Source: an optimization exercise on an open RTL-to-GDS flow (aim: small area and a short achievable clock period). Production flows keep margins and buffers that such runs may drop. In this exercise RTL edits were held to simulation tests only and were not proved equivalent to the original. Power and IR drop assume default switching activity.

==> flow/design.v (outline; a module is shown in full before it is edited, if it fits) <==
// module pe_fa: 10 lines
// module pe_ha: 9 lines
// module pe_booth_sel: 10 lines
// module pe_aoi22: 9 lines
// module pe_ao22: 9 lines
// module pe_xor2: 7 lines
// module pe_xnor2: 7 lines
// module pe_dot_unit: 3190 lines
module pe_dot_unit (
  input  logic                clock,
  input  logic                i_arst_n,
  input  logic [7:0][7:0]     i_feature,
  input  logic [7:0][7:0]     i_filter,
  output logic signed [17:0]  o_result
);
  // ...
==> flow/run.sh <==
#!/bin/bash
# synth_recipe.tcl (not shown) runs the flow's synth.tcl, then flattens the netlist and writes it again
# the make line also repeats each setting of config.mk as NAME=value (left out here)
make -C /OpenROAD-flow-scripts/flow DESIGN_CONFIG=/design/flow/config.mk WORK_HOME=/design/flow/orfs CLKGATE_MAP_FILE= SYNTH_SCRIPT=/design/flow/synth_recipe.tcl finish
==> flow/config.mk <==
export PLATFORM = sky130hd
export DESIGN_NAME = pe_dot_unit
export DESIGN_NICKNAME = pe_dot_unit
export VERILOG_FILES = /design/flow/design.v
export SDC_FILE = /design/flow/constraint.sdc
export NUM_CORES = 4
export LEC_CHECK = 0
export CAP_MARGIN = 20
export CORE_MARGIN = 2
export CORE_UTILIZATION = 40
export CTS_CLUSTER_DIAMETER = 100
export CTS_CLUSTER_SIZE = 30
export SETUP_SLACK_MARGIN = 2.6
export SLEW_MARGIN = 20
export SYNTH_HIERARCHICAL = 1
export SYNTH_MINIMUM_KEEP_SIZE = 0
==> flow/constraint.sdc <==
create_clock -name core_clock -period 4.7 [get_ports {clock}]
set_input_delay 0.9400 -clock core_clock [delete_from_list [all_inputs] [get_ports {clock}]]
set_output_delay 0.9400 -clock core_clock [all_outputs]
set_load 0.01 [all_outputs]
==> flow_summary.toml, run 1 <==
[drt]
remaining_drc_errors = 0
via_per_inst = 4.910
routed-wl-met3_um = 2672

[timing]
rsz0062_at_grt = "true"
tns_ps = 0
slew-limit-headroom_pct = 39.40

[pwr]
cellPowerDensity_mw_per_mm2 = 712.4
power_top_consumer = "combinational logic"
finalPower_mw = 17.45

[clock_network]
clkTransAtPathRegs_ps = 110

[layout]
seq_share_pct = 39.27
layout.area.seq_mm2 = 0.009619
post-route-util_pct = 46.61
multi_input_area_share_pct = 47.59
multi_input_cells = 995

[placed_design]
dpl.hpwl_um = 44170
postPlaceCellArea_mm2 = 0.02362

[global_routing]
grtUsageMet1_pct = 25.72
grt_pass1_wl_um = 79700
busiest_layer = "met2"
grt_usage_pct = 19.44

[worst_setup_path]
critical_path.startpoint_type = "flip-flop"
worstPathMaxFanout = 10
endpoint_kind = "flip-flop"
path_cells = "fa_1, fa_1, fa_1"
arrival_ps = 2520
r2r_start = "sgn_6_q1$_DFF_P_"

[yosys]
yosys.area_share.simple_pct = 3.179
synth.most_common_cell = "dfxtp_1"
synth_compound_area_share_pct = 8.673

[run_status]
status = "no timing/DRC/antenna violations"

[die]
ios = 148
==> inputs of run 2 (changes only) <==
==> flow/flow/run.sh (new file) <==
#!/bin/bash
# Layout flow: the standard flow, with the port buffers that the
# standard flow inserts made the smallest plain buffer (buf_1) instead of
# clkdlybuf4s50_1; timing repair may still resize them.
set -e
cd "$(dirname "$0")/.."
{
  echo "== standard.sh"; cat standard.sh
  echo "== config.mk (as given)"; cat config.mk
} > flow_inputs.log 2>&1
echo 'export BUFFER_PORTS_ARGS = -buffer_cell sky130_fd_sc_hd__buf_1' >> config.mk
bash standard.sh > standard.log 2>&1
==> flow/standard.sh (new file) <==
#!/bin/bash
# synth_recipe.tcl (not shown) runs the flow's synth.tcl, then flattens the netlist and writes it again
# the make line also repeats each setting of config.mk as NAME=value (left out here)
make -C /OpenROAD-flow-scripts/flow DESIGN_CONFIG=/design/flow/config.mk WORK_HOME=/design/flow/orfs CLKGATE_MAP_FILE= SYNTH_SCRIPT=/design/flow/synth_recipe.tcl "${@:-finish}"
--- a/flow/config.mk
+++ b/flow/config.mk
@@ -10,4 +10,2 @@
 export CORE_UTILIZATION = 40
-export CTS_CLUSTER_DIAMETER = 100
-export CTS_CLUSTER_SIZE = 30
 export SETUP_SLACK_MARGIN = 2.6
@@ -16 +14,2 @@
 export SYNTH_MINIMUM_KEEP_SIZE = 0
+export BUFFER_PORTS_ARGS = -buffer_cell sky130_fd_sc_hd__buf_1
removed: flow/run.sh
==> run 2 against run 1 <==
Compared with the run above:
- still clean on timing, DRC and antenna
- die area stayed put
- sequential cell count unchanged
- routed wire length increased by 1.4%
- non-clock buffer count increased by 5
- count of clock-buffer cells in the layout increased by 49
- setup slack better by 1.8 ps
- hold slack worse by 8.2 ps
- utilization is 0.43 points higher
- register-to-register slack is essentially flat
- sequential power barely moved
- critical endpoint is now fs_957_q2$_DFF_P_
- largest cell class unchanged
==> flow_summary.toml, run 2 <==
[clock_network]
clock-sinks = 468
h-tree-depth = 2
hold_buffers = 0
cts-buffers-inserted = 51
clkTransAtPathRegs_ps = 60
cts_tree = "done"
clk_latency_ps = 600
root_buffer = "clkbuf_16"
clockBufferDepth = 3

[placed_design]
port_buffers = 147
gp_congestion = 0.9482
dpl.hpwl_um = 43990
dp.cells = 2357

[worst_setup_path]
r2r_slack_ps = 2630
endpoint_kind = "flip-flop"
cp.required_ps = 5160
r2r_end = "fs_957_q2$_DFF_P_"
worstPathMaxFanout = 7
rr_worst_depth = 4
r2r_start = "one_114_q1$_DFF_P_"
critical_path.startpoint_type = "flip-flop"
crit_type = "flip-flop to flip-flop"
arrival_ps = 2530

[timing]
slew-limit-headroom_pct = 47.79
maxSlewViolCount = 0
hold-worst-slack_ps = 315.2
tns_ps = 0
rsz0062_at_grt = "true"
fmax_ghz = 0.4829
fin_skew_ps = 22.04
fin_crit_sh_pct = 44.06
setup_viol = 0
hold_viol_final = 0
period_minus_slack_ps = 2071
worst_pin_slew_ps = 777.5

[yosys]
yosysSeqAreaShare_pct = 44.49
synthFlopType = "dfxtp_1"
syn-num-nets = 1977
synth_commonest_cells = "dfxtp_1 (447), fa_1 (293), xor2_1 (216)"
synth.most_common_cell = "dfxtp_1"
netlist_area_mm2 = 0.02129
synth_area_leaders = "dfxtp_1 (42%), fa_1 (28%), xor2_1 (8.9%)"
syn_inst = 1523
synth_cell_types = 27
synth_edf_count = 0
yosysTopAreaCellShare_pct = 42.03
synth_warnings = 7
ys_ff_latch = 468
yosys.area.top_type = "dfxtp_1"
syn_area_per_cell_um2 = 13.98
ys_async_sr_fraction_pct = 4.487

[layout]
nets = 2181
final_cell_mix = "dfxtp_1 (342), fa_1 (288), xor2_1 (210)"
antenna_cells = 0
nFillCells = 4716
reg_top3 = "result_q x18, fill_q x3"
top_register = "result_q"
largest_reg_flops = 18
final_cells = 2453
layout_commonest_cell = "dfxtp_1"
drive_gt1_share_pct = 12.07
area_growth_pct = 16.10

[drt]
routed-wl-met3_um = 2881
wire_per_inst_um = 22.13
via_per_inst = 4.892
dr_wl_met2_um = 26140
remaining_drc_errors = 0
dr.max_layer_used = "met4"
ant_nets = 0
first_pass_iters = 7
wl_met1_um = 23010
vias = 11999
drt_iter0_markers = 935
finalWirelength_um = 54270

[global_routing]
grt_max_degree = 22
globalRouteOverflowTotal = 0
grt_pass1_wl_um = 80960
antenna_found_initial = 0
grt_usage_pct = 19.85
grt_pass1_vias = 13133

[pwr]
finalPower_mw = 19.28
irDropWorstVdd_mv = 0.3185
cellPowerDensity_mw_per_mm2 = 779.9
p_leak_nw = 10.02

[die]
ios = 148
die_x_um = 234.7
core_area_mm2 = 0.05255
initial_core_util_pct = 40.52
fp.dieArea_mm2 = 0.05509
die_h_um = 234.7
placementRows = 84

[run_status]
status = "no timing/DRC/antenna violations"

[worst_hold_path]
hold_path_class = "primary input to async pin"

[run]
cap_violations = 0
## run 2: cell counts after synthesis
No cell type changed its count.
## run 2: worst max-delay path, cell delays in order, from the launching register on
cell and delay (ps):
dfxtp_1 380, a22o_1 270, xor2_1 160, fa_1 670, fa_1 460
## run 2: stage by stage
stage / utilization (%) / setup WS, ps / cell area [um2]
global route: 47.04 / 2570 / 24720
CTS: 46.77 / 2561 / 24580
detailed placement: 43.21 / 2261 / 22710
finish: 47.04 / 2629 / 24720
floorplan: - / 2606 / 21290
global placement: 43.21 / 2301 / 22710
## run 2: worst max-delay path by stage
| stage | start | end | cells past startpoint |
|---|---|---|---|
| after floorplan | fs_867_q4$_DFF_P_ | G_1254_q5$_DFF_P_ | 6 |
| after global placement | sgn_3_q1$_DFF_P_ | fs_847_q2$_DFF_P_ | 3 |
| after detailed placement | sgn_3_q1$_DFF_P_ | fs_847_q2$_DFF_P_ | 3 |
| after CTS | neg_10_q1$_DFF_P_ | fs_643_q2$_DFF_P_ | 3 |
| after global routing | i_feature3_5_q1$_DFF_P_ | fs_1057_q2$_DFF_P_ | 4 |
| final | one_114_q1$_DFF_P_ | fs_957_q2$_DFF_P_ | 4 |
## run 2: per-module statistics from Yosys (local to each module, per instance)
module / cells inside / cell area, um2 / copies in the design / flip-flops and latches
pe_dot_unit: 842 / 12030 / 1 / 468
pe_fa: 1 / 20.02 / 291 / 0
pe_ha: 1 / 12.51 / 6 / 0
pe_xor2: 1 / 8.758 / 192 / 0
pe_ao22: 1 / 8.758 / 192 / 0
## run 2: what timing repair did
action                     4_1_cts  5_1_grt
hold endpoints to repair         0        0
pin swaps                        0        5
setup endpoints to repair       73       50
resized for setup               62       67
setup buffers                    0        5
## run 2: cells by family after synthesis
logic type / Yosys count / share of synthesized area (%)
AO/OA/AOI/OAI: 219 / 8.673
XOR/XNOR: 319 / 13.12
adder cells (fa/ha/maj): 324 / 29.37
buffers and inverters: 60 / 1.058
flip-flops: 468 / 44.49
multiplexers: 2 / 0.1058
AND/OR/NAND/NOR: 131 / 3.179
## run 2: area by class of cell
cell class / instances / area [um2] / area share [%]
Sequential cell: 468 / 9620 / 38.92
Tap cell: 688 / 860.8 / 3.482
Clock buffer: 75 / 1539 / 6.225
Clock inverter: 16 / 181.4 / 0.7339
Timing Repair Buffer: 153 / 598.1 / 2.419
Inverter: 58 / 217.7 / 0.8807
Multi-Input combinational cell: 995 / 11700 / 47.34
## run 2: report_power, final
group | internal (mW) | total (mW) | switching [mW] | leakage [nW]
Clock | 2.43 | 4.03 | 1.60 | 0.841
Combinational | 3.84 | 8.26 | 4.42 | 5.17
Sequential | 5.82 | 6.99 | 1.17 | 4.01
## run 2: layer usage
| metal | vias up | GRT usage, % |
|---|---|---|
| li1 | 5446 | - |
| met4 | 0 | 8.631 |
| met1 | 6077 | 25.43 |
| met3 | 96 | 3.548 |
| met2 | 380 | 33.01 |
| met5 | - | 0 |
==> inputs of run 3 (changes only) <==
--- a/flow/config.mk
+++ b/flow/config.mk
@@ -10,2 +10,4 @@
 export CORE_UTILIZATION = 40
+export CTS_CLUSTER_DIAMETER = 100
+export CTS_CLUSTER_SIZE = 26
 export SETUP_SLACK_MARGIN = 2.6
==> run 3 against run 2 <==
Compared with the run above:
- fmax is 0.43% lower
- clock skew rose by 7.5 ps
- still clean on timing, DRC and antenna
- critical path type unchanged
- first-iteration DRC count rose by 1.9%
- highest routed layer unchanged
- non-clock buffer count is 3 lower
- sequential cell count stayed put
==> flow_summary.toml, run 3 <==
[run_status]
status = "no timing/DRC/antenna violations"

[timing]
tns_ps = 0
maxSlewViolCount = 0
worst_pin_slew_ps = 790.3
rsz0062_at_grt = "true"
fmax_ghz = 0.4809
slew-limit-headroom_pct = 46.93
period_minus_slack_ps = 2080
hold_viol_final = 0
fin_skew_ps = 29.55
setup_viol = 0
fin_crit_sh_pct = 44.25

[clock_network]
cts_tree = "done"
clock-sinks = 468
hold_buffers = 0
clk_latency_ps = 580
cts-buffers-inserted = 23
root_buffer = "clkbuf_16"
h-tree-depth = 1
clockBufferDepth = 3
clkTransAtPathRegs_ps = 110

[layout]
top_register = "result_q"
drive_gt1_share_pct = 9.208
antenna_cells = 0
area_growth_pct = 11.15
nets = 2150
final_cells = 2393
reg_top3 = "result_q x18, fill_q x3"
final_cell_mix = "dfxtp_1 (342), fa_1 (287), xor2_1 (212)"
layout_commonest_cell = "dfxtp_1"
largest_reg_flops = 18

[worst_setup_path]
cp.required_ps = 5170
critPathTopFamily = "adder cells"
endpoint_kind = "flip-flop"
critical_path.slowest_cell = "fa_1"
arrival_ps = 2550
crit_top_cell = "fa_1"
path_cells = "a22o_1, xor2_1, fa_1, fa_1"
cpPeakStageDelay_ps = 510
crit_type = "flip-flop to flip-flop"
crit_buf_inv = 0
critical_path.startpoint_type = "flip-flop"
worstPathMaxFanout = 8

[placed_design]
gp_congestion = 0.9482
dp.cells = 2357
dpl.hpwl_um = 43990
port_buffers = 147

[run]
cap_violations = 0

[yosys]
syn_inst = 1523
synthFlopType = "dfxtp_1"
yosysSeqAreaShare_pct = 44.49
netlist_area_mm2 = 0.02129
synth.most_common_cell = "dfxtp_1"
syn_area_per_cell_um2 = 13.98
yosysTopAreaCellShare_pct = 42.03
syn-num-nets = 1977
synth_area_leaders = "dfxtp_1 (42%), fa_1 (28%), xor2_1 (8.9%)"
synth_warnings = 7
ys_async_sr_fraction_pct = 4.487
synth_edf_count = 0
ys_ff_latch = 468
yosys.area.top_type = "dfxtp_1"
synth_commonest_cells = "dfxtp_1 (447), fa_1 (293), xor2_1 (216)"
synth_cell_types = 27

[die]
die_x_um = 234.7
core_area_mm2 = 0.05255
placementRows = 84
fp.dieArea_mm2 = 0.05509
initial_core_util_pct = 40.52
die_h_um = 234.7
ios = 148

[drt]
ant_nets = 0
remaining_drc_errors = 0
wire_per_inst_um = 22.33
drt_iter0_markers = 953
via_per_inst = 4.921
first_pass_iters = 6
vias = 11775
finalWirelength_um = 53450

[worst_hold_path]
hold_path_class = "primary input to async pin"

[global_routing]
grt_max_degree = 28
grt_pass1_vias = 12798
antenna_found_initial = 0
grt_pass1_wl_um = 80430
globalRouteOverflowTotal = 0
grt_usage_pct = 19.48

[pwr]
p_comb_share_pct = 47.3
irDropWorstVdd_mv = 0.3318
power_switching_mw = 6.920
cellPowerDensity_mw_per_mm2 = 742.2
seq_power_share_pct = 39.7
p_clk_share_pct = 13.0
switching_share_pct = 39.39
finalPower_mw = 17.57
p_int_mw = 10.65
p_leak_nw = 9.502
run 3: path summary, 6_finish.rpt:
kind | startpoint | to | slack (ps) | depth (start not counted)
min reg2reg | r_1262_q6$_DFF_P_ | r_1262_q7$_DFF_P_ | 330 | 0
min | i_arst_n | result_q[0]$_DFF_PN0_ | 320 | 1
max in group asynchronous | i_arst_n | result_q[16]$_DFF_PN0_ | 4040 | 1
min in group core_clock | r_1262_q6$_DFF_P_ | r_1262_q7$_DFF_P_ | 330 | 0
max reg2reg | i_feature0_3_q1$_DFF_P_ | fs_643_q2$_DFF_P_ | 2620 | 4
max | i_feature0_3_q1$_DFF_P_ | fs_643_q2$_DFF_P_ | 2620 | 4
run 3: power by group through the flow:
stage               clock [mW]  sequential (mW)  combinational [mW]
global route              2.49             7.14                9.34
floorplan                    0             6.65                4.80
detailed placement           0             7.06                8.11
global placement             0             7.03                8.02
finish                    2.28             6.98                8.30
CTS                       2.35             6.99                8.23
run 3: area by class of cell:
| class | count | area [um2] |
|---|---|---|
| multi-input cells | 995 | 11710 |
| clock inverters | 6 | 90.09 |
| fillers | 4774 | 28880 |
| repair buffers | 150 | 575.6 |
| inverters | 58 | 217.7 |
| flip-flops and latches | 468 | 9623 |
| clock buffers | 28 | 594.3 |
| well taps | 688 | 860.8 |
run 3: worst reg2reg max path: stages, from the launching register on:
cell and delay, ps:
dfxtp_2 430, a22o_1 250, xor2_1 270, fa_1 510, fa_1 500
run 3: what timing repair did:
item | CTS | global route
hold endpoints to repair | 0 | 0
gates resized for setup | 69 | 62
pin swaps | 1 | 5
setup endpoints to repair | 78 | 37
setup buffers | 0 | 2
run 3: Yosys stat by module (local to each module, per instance):
module | cell area, um2 | cells | flip-flops and latches
pe_ha | 12.51 | 1 | 0
pe_dot_unit | 12030 | 842 | 468
pe_fa | 20.02 | 1 | 0
pe_ao22 | 8.758 | 1 | 0
pe_xor2 | 8.758 | 1 | 0
run 3: logic make-up after synthesis:
logic type | share of synthesized area, %
DFF | 44.49
adders and majority gates | 29.37
xor gates and xnor gates | 13.12
AOI/OAI and AO/OA | 8.673
and+or+nand+nor | 3.179
buffers and inverters | 1.058
muxes | 0.1058
run 3: metrics by stage:
| stage | setup slack [ps] | utilization [%] | instance area, um2 | hold slack (ps) |
|---|---|---|---|---|
| after global placement | 2301 | 43.21 | 22710 | 309.8 |
| after global routing | 2541 | 45.04 | 23670 | 340.5 |
| after floorplan | 2606 | - | 21290 | 309.6 |
| final | 2620 | 45.04 | 23670 | 323.7 |
| after CTS | 2555 | 44.80 | 23550 | 333.0 |
| after detailed placement | 2261 | 43.21 | 22710 | 312.1 |
run 3: per-layer routing:
layer | vias to the layer above | track usage (%) | share of wire, %
met5 | - | 0 | 0
met3 | 71 | 2.326 | 4.3
met1 | 6000 | 26.09 | 44
met2 | 354 | 33.58 | 49
li1 | 5350 | - | -
met4 | 0 | 4.987 | 3.0
==> inputs of run 4 (changes only) <==
--- a/flow/config.mk
+++ b/flow/config.mk
@@ -12,3 +12,3 @@
 export CTS_CLUSTER_SIZE = 26
-export SETUP_SLACK_MARGIN = 2.6
+export SETUP_SLACK_MARGIN = 2.7
 export SLEW_MARGIN = 20
==> run 4 against run 3 <==
Compared with the run above:
- cell area rose by 4.1%
- sequential power barely moved
- register-to-register slack improved by 40 ps
- clock skew barely moved
- synthesized cell count did not move
- critical path type unchanged
- largest cell class unchanged
- highest routed layer unchanged
==> flow_summary.toml, run 4 <==
[placed_design]
dpl.hpwl_um = 43370
port_buffers = 147
dp.cells = 2356
gp_congestion = 0.9344

[worst_setup_path]
r2r_slack_ps = 2660
crit_type = "flip-flop to flip-flop"
startpoint = "fs_677_q2$_DFF_P_"
critPathTopFamily = "adder cells"
critical_path.slowest_cell = "fa_1"
crit_cells = 3
path_cells = "fa_1, fa_1, fa_1"
arrival_ps = 2480
cpPeakStageDelay_ps = 580
r2r_end = "fs_699_q3$_DFF_P_"
cp.required_ps = 5140
worstPathMaxFanout = 1
crit_buf_inv = 0
r2r_start = "fs_677_q2$_DFF_P_"
rr_worst_depth = 3
critical_path.startpoint_type = "flip-flop"
endpoint_kind = "flip-flop"
crit_top_cell = "fa_1"

[layout]
drive_gt1_share_pct = 18.50
area_growth_pct = 15.74
largest_reg_flops = 18
top_register = "result_q"
antenna_cells = 0
reg_top3 = "result_q x18, fill_q x3"
final_cells = 2450
layout_commonest_cell = "dfxtp_1"
final_cell_mix = "dfxtp_1 (288), fa_1 (271), xor2_1 (192)"
nets = 2203

[drt]
finalWirelength_um = 53470
drt_iter0_markers = 918
ant_nets = 0
remaining_drc_errors = 0
via_per_inst = 4.863
vias = 11915
wire_per_inst_um = 21.83
first_pass_iters = 5

[clock_network]
cts_tree = "done"
clk_latency_ps = 590
h-tree-depth = 1
clkTransAtPathRegs_ps = 110
root_buffer = "clkbuf_16"
hold_buffers = 0
clock-sinks = 468
cts-buffers-inserted = 24
clockBufferDepth = 3

[yosys]
yosysSeqAreaShare_pct = 44.49
synth_area_leaders = "dfxtp_1 (42%), fa_1 (28%), xor2_1 (8.9%)"
netlist_area_mm2 = 0.02129
ys_async_sr_fraction_pct = 4.487
synth_edf_count = 0
yosysTopAreaCellShare_pct = 42.03
ys_ff_latch = 468
synth.most_common_cell = "dfxtp_1"
syn-num-nets = 1977
syn_inst = 1523
synth_warnings = 7
synth_cell_types = 27
synth_commonest_cells = "dfxtp_1 (447), fa_1 (293), xor2_1 (216)"
synthFlopType = "dfxtp_1"
syn_area_per_cell_um2 = 13.98
yosys.area.top_type = "dfxtp_1"

[global_routing]
globalRouteOverflowTotal = 0
antenna_found_initial = 0
grt_pass1_wl_um = 79480
grt_usage_pct = 19.40
grt_pass1_vias = 12556
grt_max_degree = 28

[die]
ios = 148
fp.dieArea_mm2 = 0.05509
die_h_um = 234.7
initial_core_util_pct = 40.52
placementRows = 84
core_area_mm2 = 0.05255
die_x_um = 234.7

[pwr]
p_comb_share_pct = 47.4
p_clk_share_pct = 13.7
p_int_mw = 10.95
switching_share_pct = 39.01
power_switching_mw = 7.003
p_leak_nw = 9.926
seq_power_share_pct = 38.9
irDropWorstVdd_mv = 0.4346
cellPowerDensity_mw_per_mm2 = 728.4

[run_status]
status = "no timing/DRC/antenna violations"

[timing]
slew-limit-headroom_pct = 47.19
worst_pin_slew_ps = 786.5
setup_viol = 0
fin_skew_ps = 29.42
hold_viol_final = 0
fmax_ghz = 0.4905
fin_crit_sh_pct = 43.38
maxSlewViolCount = 0
tns_ps = 0
period_minus_slack_ps = 2039
rsz0062_at_grt = "true"

[run]
cap_violations = 0

[worst_hold_path]
hold_path_class = "primary input to async pin"
## run 4: power groups by stage
stage               combinational (mW)  sequential [mW]  clock, mW
detailed placement                8.11             7.08          0
CTS                               8.23             7.00       2.53
finish                            8.51             6.99       2.46
global route                      9.48             7.16       2.67
global placement                  7.93             7.05          0
floorplan                         4.85             6.66          0
## run 4: worst max-delay path by stage
stage	slack [ps]	end
6_report	2660	fs_699_q3$_DFF_P_
5_1_grt	2630	G_1254_q5$_DFF_P_
4_1_cts	2650	fs_1057_q2$_DFF_P_
3_5_place_dp	2360	fs_1057_q2$_DFF_P_
3_3_place_gp	2300	fs_1057_q2$_DFF_P_
2_1_floorplan	2700	G_1254_q5$_DFF_P_
## run 4: per-module statistics from Yosys, one instance, submodules excluded
module,copies in the design,cells
pe_xor2,192,1
pe_ao22,192,1
pe_fa,291,1
pe_dot_unit,1,842
pe_ha,6,1
## run 4: routing by layer
metal	vias to the layer above	part of all wire (%)	GRT usage, %
li1	5448	-	-
met1	6052	43	25.79
met2	331	48	32.15
met3	84	4.9	3.231
met4	0	4.0	6.789
met5	-	0	0
## run 4: what timing repair did
item,CTS,global route
pin swaps,18,29
resized for setup,151,117
endpoints found under the setup margin,148,82
buffers inserted,9,46
## run 4: logic make-up (layout without fill, tap and decap cells)
| family | after synthesis | after routing | synth area share (%) |
|---|---|---|---|
| flip-flops | 468 | 468 | 44.49 |
| adder cells (fa/ha/maj) | 324 | 324 | 29.37 |
| XOR/XNOR | 319 | 319 | 13.12 |
| AO/OA/AOI/OAI | 219 | 219 | 8.673 |
| AND/OR/NAND/NOR | 131 | 131 | 3.179 |
| buffers and inverters | 60 | 299 | 1.058 |
| multiplexers | 2 | 2 | 0.1058 |
## run 4: worst reg2reg max path, stage by stage (launching register included)
cell     delay (ps)
dfxtp_2         350
fa_1            480
fa_1            580
fa_1            480
## run 4: through the flow
stage / setup slack, ps / instance area [um2] / total power [mW] / hold WS (ps) / util [%]
floorplan: 2701 / 21330 / 11.50 / 309.6 / -
global placement: 2304 / 22730 / 14.98 / 309.6 / 43.26
detailed placement: 2356 / 22730 / 15.19 / 312.1 / 43.26
CTS: 2650 / 23920 / 17.75 / 321.6 / 45.53
global route: 2627 / 24640 / 19.31 / 316.5 / 46.90
finish: 2661 / 24640 / 17.95 / 302.0 / 46.90
## run 4: cell type report
cell class | instances | area [um2]
Timing Repair Buffer | 202 | 1047
Inverter | 58 | 217.7
Sequential cell | 468 | 9781
Tap cell | 688 | 860.8
Clock buffer | 28 | 625.6
Clock inverter | 11 | 161.4
Multi-Input combinational cell | 995 | 11950
Fill cell | 4725 | 27910

## static timing again, ports no longer ideal
In the flow no input, the clock included, has a driving cell. The finished layouts below were timed again as built, in two steps.
Step 1 sets driving cells, clkbuf_16 on the clock port and buf_2 on the other inputs (assumed; they add their load-dependent delay and slew).
Step 2 adds t to the input delays and takes it off the output delays; t is the mean of the earliest and latest rising clock arrival at the registers after step 1. Input paths then give back, and output paths get back, about the clock's delay inside the block.
a / b / c = ideal / step 1 / step 2; a / b = the first two.
| run | t (ns) | setup slack, ns | worst register clock-pin slew, ns | pins driven straight from the clock port |
|---|---|---|---|---|
| run 1 | 0.623 | 2.628 / 2.628 / 2.433 | 0.11 / 0.11 | 1 |
| run 2 | 0.645 | 2.629 / 2.629 / 2.629 | 0.06 / 0.06 | 1 |
| run 3 | 0.631 | 2.620 / 2.620 / 2.620 | 0.11 / 0.11 | 1 |
| run 4 | 0.639 | 2.661 / 2.631 / 2.661 | 0.11 / 0.11 | 1 |
After both steps every run listed still meets setup and hold. The setup slack of run 1, which loses most, moves by 0.000 ns with the drivers and by -0.195 ns with both steps.
